Context: an optimization exercise on an open-source flow, tuned for small area, a short achievable clock period and few clock cycles per item. The choices shown serve that exercise and are no tape-out recipe. In this exercise RTL edits were held to simulation tests only and were not proved equivalent to the original. Power and IR drop assume default switching activity.

==> flow/design.v <==
`timescale 1ns / 1ps
package lru_pkg;
    localparam int FRAME_W = 6;
    localparam int NUM_FRAMES_DEF = 64;
    typedef enum logic [1:0] {
        ST_REF_DONE = 2'd0,
        ST_EVICTED  = 2'd1,
        ST_EMPTY    = 2'd2
    } t_status;
    typedef enum logic {
        MODE_REF   = 1'b0,
        MODE_EVICT = 1'b1
    } t_mode;
    typedef enum logic [1:0] {
        S_IDLE,
        S_READ,
        S_UPDATE
    } t_state;
    typedef struct packed {
        logic                 mode;
        logic [FRAME_W-1:0]   frame_index;
    } t_in_item;
    typedef struct packed {
        logic [FRAME_W-1:0]   victim_frame;
        logic [1:0]           status;
    } t_out_item;
    typedef struct packed {
        logic               en;
        logic [FRAME_W-1:0] addr;
        logic [FRAME_W-1:0] data;
    } t_link_wr;
endpackage
`timescale 1ns / 1ps
module lru_link_mem #(
    parameter int NUM_FRAMES = lru_pkg::NUM_FRAMES_DEF
) (
    input  logic                        i_clk,
    input  logic [lru_pkg::FRAME_W-1:0] i_rd_addr,
    output logic [lru_pkg::FRAME_W-1:0] o_rd_data,
    input  lru_pkg::t_link_wr           i_wr_a,
    input  lru_pkg::t_link_wr           i_wr_b
);
    localparam int AW = (NUM_FRAMES > 1) ? $clog2(NUM_FRAMES) : 1;
    logic [lru_pkg::FRAME_W-1:0] r_mem [NUM_FRAMES];
    always_ff @(posedge i_clk) begin
        if (i_wr_a.en) begin
            r_mem[i_wr_a.addr[AW-1:0]] <= i_wr_a.data;
        end
        if (i_wr_b.en) begin
            r_mem[i_wr_b.addr[AW-1:0]] <= i_wr_b.data;
        end
        o_rd_data <= r_mem[i_rd_addr[AW-1:0]];
    end
endmodule
`timescale 1ns / 1ps
module lru_frame_replacement_unit #(
    parameter int NUM_FRAMES = lru_pkg::NUM_FRAMES_DEF
) (
    input  logic               i_clk,
    input  logic               i_rst_n,
    input  logic               i_start,
    input  lru_pkg::t_in_item  i_in,
    output logic               o_busy,
    output logic               o_done,
    output lru_pkg::t_out_item o_out
);
    localparam int FW = lru_pkg::FRAME_W;
    localparam int AW = (NUM_FRAMES > 1) ? $clog2(NUM_FRAMES) : 1;
    localparam logic [FW:0] NF = (FW+1)'(NUM_FRAMES);
    lru_pkg::t_state r_state, n_state;
    lru_pkg::t_in_item r_item;
    logic [NUM_FRAMES-1:0] r_tracked, n_tracked;
    logic [FW-1:0] r_oldest, n_oldest, r_newest, n_newest;
    logic r_empty, n_empty;
    logic [FW-1:0] w_rd_addr, w_older, w_newer;
    lru_pkg::t_link_wr w_old_a, w_old_b, w_new_a, w_new_b;
    lru_pkg::t_out_item w_out;
    logic w_accept, w_in_range, w_is_tr;
    logic [FW-1:0] w_f;
    assign w_accept = i_start && (r_state == lru_pkg::S_IDLE);
    assign w_f = r_item.frame_index;
    assign w_in_range = {1'b0, w_f} < NF;
    assign w_is_tr = w_in_range && r_tracked[w_f[AW-1:0]];
    always_comb begin
        w_rd_addr = (r_item.mode == lru_pkg::MODE_EVICT) ? r_oldest : w_f;
    end
    lru_link_mem #(.NUM_FRAMES(NUM_FRAMES)) u_older (
        .i_clk(i_clk), .i_rd_addr(w_rd_addr), .o_rd_data(w_older),
        .i_wr_a(w_old_a), .i_wr_b(w_old_b)
    );
    lru_link_mem #(.NUM_FRAMES(NUM_FRAMES)) u_newer (
        .i_clk(i_clk), .i_rd_addr(w_rd_addr), .o_rd_data(w_newer),
        .i_wr_a(w_new_a), .i_wr_b(w_new_b)
    );
    always_comb begin
        n_state = r_state;
        case (r_state)
            lru_pkg::S_IDLE:   if (i_start) n_state = lru_pkg::S_READ;
            lru_pkg::S_READ:   n_state = lru_pkg::S_UPDATE;
            lru_pkg::S_UPDATE: n_state = lru_pkg::S_IDLE;
            default:           n_state = lru_pkg::S_IDLE;
        endcase
    end
    always_comb begin
        n_tracked = r_tracked;
        n_oldest  = r_oldest;
        n_newest  = r_newest;
        n_empty   = r_empty;
        w_old_a = '0;
        w_old_b = '0;
        w_new_a = '0;
        w_new_b = '0;
        w_out.victim_frame = '0;
        w_out.status = lru_pkg::ST_REF_DONE;
        if (r_state == lru_pkg::S_UPDATE) begin
            if (r_item.mode == lru_pkg::MODE_EVICT) begin
                if (r_empty) begin
                    w_out.status = lru_pkg::ST_EMPTY;
                end else begin
                    w_out.status = lru_pkg::ST_EVICTED;
                    w_out.victim_frame = r_oldest;
                    n_tracked[r_oldest[AW-1:0]] = 1'b0;
                    if (r_oldest == r_newest) n_empty = 1'b1;
                    else n_oldest = w_newer;
                end
            end else if (w_in_range && !(w_is_tr && w_f == r_newest)) begin
                n_tracked[w_f[AW-1:0]] = 1'b1;
                if (w_is_tr) begin
                    if (w_f == r_oldest) begin
                        n_oldest = w_newer;
                    end else begin
                        w_new_a.en = 1'b1;
                        w_new_a.addr = w_older;
                        w_new_a.data = w_newer;
                        w_old_a.en = 1'b1;
                        w_old_a.addr = w_newer;
                        w_old_a.data = w_older;
                    end
                end
                if (r_empty && !w_is_tr) begin
                    n_oldest = w_f;
                    n_empty  = 1'b0;
                end else begin
                    w_old_b.en = 1'b1;
                    w_old_b.addr = w_f;
                    w_old_b.data = r_newest;
                    w_new_b.en = 1'b1;
                    w_new_b.addr = r_newest;
                    w_new_b.data = w_f;
                end
                n_newest = w_f;
            end
        end
    end
    always_ff @(posedge i_clk) begin
        if (!i_rst_n) begin
            r_state   <= lru_pkg::S_IDLE;
            r_tracked <= '0;
            r_oldest  <= '0;
            r_newest  <= '0;
            r_empty   <= 1'b1;
            o_done    <= 1'b0;
        end else begin
            r_state   <= n_state;
            r_tracked <= n_tracked;
            r_oldest  <= n_oldest;
            r_newest  <= n_newest;
            r_empty   <= n_empty;
            o_done    <= (r_state == lru_pkg::S_UPDATE);
        end
    end
    always_ff @(posedge i_clk) begin
        if (w_accept) r_item <= i_in;
        if (r_state == lru_pkg::S_UPDATE) o_out <= w_out;
    end
    assign o_busy = (r_state != lru_pkg::S_IDLE);
endmodule
==> flow/run.sh <==
#!/bin/bash
# synth_recipe.tcl (not shown) runs the flow's synth.tcl, then flattens the netlist and writes it again
# the make line also repeats each setting of config.mk as NAME=value (left out here)
make -C /OpenROAD-flow-scripts/flow DESIGN_CONFIG=/design/flow/config.mk WORK_HOME=/design/flow/orfs CLKGATE_MAP_FILE= SYNTH_SCRIPT=/design/flow/synth_recipe.tcl finish
==> flow/config.mk <==
export PLATFORM = sky130hd
export DESIGN_NAME = lru_frame_replacement_unit
export DESIGN_NICKNAME = lru_frame_replacement_unit
export VERILOG_FILES = /design/flow/design.v
export SDC_FILE = /design/flow/constraint.sdc
export NUM_CORES = 4
export LEC_CHECK = 0
export CAP_MARGIN = 20
export CORE_MARGIN = 2
export CORE_UTILIZATION = 40
export SLEW_MARGIN = 20
==> flow/constraint.sdc <==
create_clock -name core_clock -period 5.5 [get_ports {i_clk}]
set_input_delay 1.1000 -clock core_clock [delete_from_list [all_inputs] [get_ports {i_clk}]]
set_output_delay 1.1000 -clock core_clock [all_outputs]
set_load 0.01 [all_outputs]
==> results_tabular.tex <==
\begin{tabular}{lr}
\hline
Metric & Value \\
\hline
\multicolumn{2}{l}{\textbf{Outcome}} \\
\quad Status & complete, no violations \\
\multicolumn{2}{l}{\textbf{Timing}} \\
\quad Portion of the clock cycle consumed by the worst path in the final layout & 87.94\% \\
\quad Setup skew after layout & 32.78 ps \\
\quad Relative slew slack & 21.67\% \\
\quad Final Setup Violations & 0 \\
\quad Pins Over Slew Limit & 0 \\
\quad Number of endpoints with negative hold slack in the final report & 0 \\
\quad Maximum frequency from static timing analysis & 206.7 MHz \\
\quad Setup repair after global routing missed its margin & no \\
\quad Shortest period the worst path allows & 4837 ps \\
\quad Worst-Margin Slew & 1175 ps \\
\quad Final-layout setup total negative slack & 0 ps \\
\multicolumn{2}{l}{\textbf{Worst setup path}} \\
\quad CP Capture Type & flip-flop \\
\quad Data arrival time of the critical path & 5230 ps \\
\quad Required time worst endpoint & 5890 ps \\
\quad Worst Path Max Fanout & 41 \\
\quad Kind of critical path & reg -> reg \\
\quad Critical path launch point type & flip-flop \\
\multicolumn{2}{l}{\textbf{Final layout}} \\
\quad Final core utilization & 44.55\% \\
\quad Net count reported at finish & 3377 \\
\quad Area of the multi-input gates & 0.02040 mm\^{}2 \\
\quad Area growth from synthesis to layout & 11.02\% \\
\quad Post-Layout Cell Count & 4976 \\
\quad Antenna diode count & 0 \\
\quad Share of post-route cells with drive strength above 1 & 19.71\% \\
\quad Footprint of the flip-flops and latches & 0.02536 mm\^{}2 \\
\quad Filler instances & 10.51k \\
\multicolumn{2}{l}{\textbf{Detailed routing}} \\
\quad DR pass1 iterations & 6 \\
\quad Post-route ant nets & 0 \\
\quad Total Wirelength & 145600 um \\
\quad Average detailed-routed wire length per instance & 29.26 um \\
\quad Vias/cell & 6.277 \\
\quad Violation count after the first detailed-routing iteration & 3638 \\
\quad Vias after detailed routing & 31.23k \\
\quad DRC violations left & 0 \\
\multicolumn{2}{l}{\textbf{Synthesis}} \\
\quad Synth Area in Simple Gates & 6.938\% \\
\quad Flip-flop and latch count after synthesis & 875 \\
\quad Adder-cell area share of the yosys netlist & 0.2121\% \\
\quad Post-synthesis instance total & 3453 \\
\quad Area contributors post-synth & sky130\_fd\_sc\_hd\_\_edfxtp\_1, sky130\_fd\_sc\_hd\_\_mux2i\_1, sky130\_fd\_sc\_hd\_\_mux4\_2, sky130\_fd\_sc\_hd\_\_dfxtp\_1, sky130\_fd\_sc\_hd\_\_clkbuf\_1 \\
\quad Post-synthesis area per instance & 13.67 um\^{}2 \\
\quad Count of warnings emitted by yosys & 2 \\
\quad Synth Cell Area & 0.04719 mm\^{}2 \\
\quad Sequential cell area fraction in the yosys report & 53.72\% \\
\quad Parity-gate share of the synthesized area counting xor and xnor cells & 0.4825\% \\
\quad Number of enable flip-flop cells after synthesis & 783 \\
\quad Syn\_nets & 3471 \\
\quad Top cell type's share of synthesized area & 49.82\% \\
\quad Post-synth top area cell & sky130\_fd\_sc\_hd\_\_edfxtp\_1 \\
\quad Synth Flop Type & sky130\_fd\_sc\_hd\_\_edfxtp\_1 \\
\quad Share of the synthesized area in compound gates (AO/OA/AOI/OAI) & 8.823\% \\
\quad Synth top cells by count & sky130\_fd\_sc\_hd\_\_edfxtp\_1, sky130\_fd\_sc\_hd\_\_mux2i\_1, sky130\_fd\_sc\_hd\_\_clkbuf\_1, sky130\_fd\_sc\_hd\_\_nand2\_1, sky130\_fd\_sc\_hd\_\_mux4\_2 \\
\quad Multiplexer area fraction after synthesis & 26.24\% \\
\quad Combinational family with the most area after synthesis & multiplexers \\
\quad Netlist cell types & 79 \\
\quad Most frequent cell after synthesis & sky130\_fd\_sc\_hd\_\_edfxtp\_1 \\
\quad Fraction of registers with async set or reset after synthesis & 0\% \\
\multicolumn{2}{l}{\textbf{Clock tree}} \\
\quad Number of sinks driven by the clock tree & 875 \\
\quad Worst-case clock buffer depth & 3 \\
\quad Hold buffer count at cts & 0 \\
\quad Setup Fix Bufs, Post-CTS & 0 \\
\quad Clock insertion delay at the later pin of the skew report & 700 ps \\
\quad Post-CTS resize count & 0 \\
\quad CTS tree & done \\
\quad Clock root buffer master & sky130\_fd\_sc\_hd\_\_clkbuf\_16 \\
\quad Number of buffers inserted during clock tree synthesis & 98 \\
\quad H-tree levels & 3 \\
\quad Clock input transition at the sequential cells of the worst setup and hold paths & 60 ps \\
\multicolumn{2}{l}{\textbf{Power and ir drop}} \\
\quad Leakage power & 18.91 nW \\
\quad Total power density per cell area & 280.5 mW/mm\^{}2 \\
\quad Worst IR Drop VDD & 0.2850 mV \\
\multicolumn{2}{l}{\textbf{Flow run}} \\
\quad Reported max-cap violation count & 0 \\
\multicolumn{2}{l}{\textbf{Placed design}} \\
\quad Port buffer count & 19 \\
\quad Placed instance count & 4795 \\
\quad Gp weighted congestion & 0.8976 \\
\quad Detailed placement HPWL & 89420 um \\
\multicolumn{2}{l}{\textbf{GRT}} \\
\quad Global-route wire length before repair & 217500 um \\
\quad Number of global-route vias before repair & 31.56k \\
\quad Total gr overflow & 0 \\
\quad Initial antenna violation count & 3 \\
\quad Pin count of the biggest net entering global routing & 97 \\
\quad Total routing resource utilization after global routing & 23.95\% \\
\multicolumn{2}{l}{\textbf{Floorplanning}} \\
\quad Core region area & 0.1176 mm\^{}2 \\
\quad Die outline height & 347.5 um \\
\quad Initial Utilization & 40.13\% \\
\quad Die area & 0.1207 mm\^{}2 \\
\quad Chip width & 347.5 um \\
\quad Top-Level Pins & 20 \\
\quad Std-Cell Rows & 126 \\
\multicolumn{2}{l}{\textbf{Min path}} \\
\quad Worst hold-check path type & reg -> reg \\
\hline
\end{tabular}
-- report_power, final --
group | leakage (nW) | internal, mW | switching, mW | total (mW)
combinational | 10.3 | 0.319 | 0.648 | 0.967
clock | 1.51 | 3.74 | 2.76 | 6.50
sequential | 7.11 | 7.18 | 0.0546 | 7.23
total | 18.9 | 11.2 | 3.46 | 14.7
-- final cells by class --
cell class	instances	area share [%]
Inverter	24	0.1719
Sequential cell	875	48.39
Multi-Input combinational cell	2186	38.94
Clock buffer	124	4.988
Clock inverter	57	0.9934
Tap cell	1536	3.668
Timing Repair Buffer	174	2.851
-- routing by layer --
metal	routed length [um]	vias up	track usage (%)	part of all wire [%]
met4	5222	0	8.649	3.6
met1	61250	16160	32.89	42
met3	10900	281	3.938	7.5
met2	68200	1420	38.36	47
met5	0	-	0	0
li1	-	13370	-	-
-- worst paths after layout --
check             start                   end  slack [ps]  cells past startpoint
min reg2reg  r_state[1]            r_state[1]         420                      1
min          r_state[1]            r_state[1]         420                      1
max           r_item[0]  u_newer.r_mem[37][3]         660                     12
max reg2reg   r_item[0]  u_newer.r_mem[37][3]         660                     12
-- critical path, stage by stage (launching register included) --
cell	delay [ps]
sky130_fd_sc_hd__edfxtp_1	660
sky130_fd_sc_hd__buf_12	280
sky130_fd_sc_hd__buf_4	250
sky130_fd_sc_hd__mux2i_1	250
sky130_fd_sc_hd__nand2_1	80
sky130_fd_sc_hd__nand2_1	120
sky130_fd_sc_hd__o31ai_2	130
sky130_fd_sc_hd__nor3_2	740
sky130_fd_sc_hd__nor3_2	180
sky130_fd_sc_hd__buf_4	320
sky130_fd_sc_hd__o21ai_4	700
sky130_fd_sc_hd__buf_4	580
sky130_fd_sc_hd__mux2i_1	150
-- state kept, by name, summed over array words and instances (netlist names) --
name               cells
u_newer.r_mem        384
o_done                 1
u_older.r_mem        384
o_out                  8
r_newest               6
r_tracked             64
r_item                 7
r_empty                1
r_state                2
u_newer.o_rd_data      6
r_oldest               6
u_older.o_rd_data      6
-- logic make-up after synthesis --
kind of cell             count (synthesis)
multiplexers                           994
flip-flops                             875
AND/OR/NAND/NOR                        613
AO/OA/AOI/OAI                          545
buffers and inverters                  392
XOR/XNOR                                26
adder cells (fa/ha/maj)                  8
-- placed cells by master (no fill, tap or decap), types with 12 or more instances in the layout --
master / count
sky130_fd_sc_hd__nand2b_1: 14
sky130_fd_sc_hd__nor3_1: 42
sky130_fd_sc_hd__clkinv_2: 13
sky130_fd_sc_hd__o21ai_0: 140
sky130_fd_sc_hd__nand2_1: 209
sky130_fd_sc_hd__a311oi_1: 25
sky130_fd_sc_hd__nor2_1: 50
sky130_fd_sc_hd__mux4_2: 192
sky130_fd_sc_hd__clkinv_1: 24
sky130_fd_sc_hd__nand3_1: 77
sky130_fd_sc_hd__a21oi_2: 12
sky130_fd_sc_hd__o21bai_1: 14
sky130_fd_sc_hd__nor2b_1: 12
sky130_fd_sc_hd__or3_1: 20
sky130_fd_sc_hd__mux2i_1: 775
sky130_fd_sc_hd__inv_1: 22
sky130_fd_sc_hd__o2111ai_2: 26
sky130_fd_sc_hd__a31oi_1: 30
sky130_fd_sc_hd__and2_1: 77
sky130_fd_sc_hd__buf_4: 144
sky130_fd_sc_hd__o221a_2: 25
sky130_fd_sc_hd__nand3_2: 12
sky130_fd_sc_hd__xnor2_1: 18
sky130_fd_sc_hd__clkbuf_1: 23
sky130_fd_sc_hd__mux2_2: 18
sky130_fd_sc_hd__a211oi_1: 65
sky130_fd_sc_hd__o31ai_1: 26
sky130_fd_sc_hd__clkdlybuf4s50_1: 18
sky130_fd_sc_hd__a21oi_1: 42
sky130_fd_sc_hd__dfxtp_1: 91
sky130_fd_sc_hd__o21ai_1: 15
sky130_fd_sc_hd__clkbuf_16: 101
sky130_fd_sc_hd__o211ai_1: 19
sky130_fd_sc_hd__nand4_1: 23
sky130_fd_sc_hd__edfxtp_1: 783
-- metrics by stage --
stage          setup slack, ps  power [mW]  instance area [um^2]  hold WS (ps)
3_3_place_gp             800.2       8.311                 49210         409.3
5_1_grt                  329.9       15.09                 52400         445.5
2_1_floorplan             2039       7.959                 47190         395.9
6_report                 663.1       14.69                 52400         421.2
4_1_cts                  680.4       14.75                 52390         423.1
3_5_place_dp             726.8       8.316                 49260         414.6
Testbench counts, summed over its fixed seeds: cycles 72,008, ops 24,000.

==> afterwards: timing with drivers on the ports <==
Ports are ideal in the flow. The routed layout listed here was re-timed in OpenROAD.
Step 1 assumes that a clkbuf_16 drives the clock port and a buf_2 every other input.
Step 2 times the ports against the registers' clock, not the clock port: input delays grow and output delays shrink by t, the midpoint of the rising clock arrivals with the driver on.
a / b / c = ideal / step 1 / step 2; a / b = the first two.
t (ns): 0.752
setup slack, ns: 0.663 / 0.663 / 0.663
clock arrival spread, ns: 0.033 / 0.033
After both steps this run still meets setup and hold. For this run, drivers alone change the setup slack by 0.000 ns; drivers and shift together by 0.000 ns.
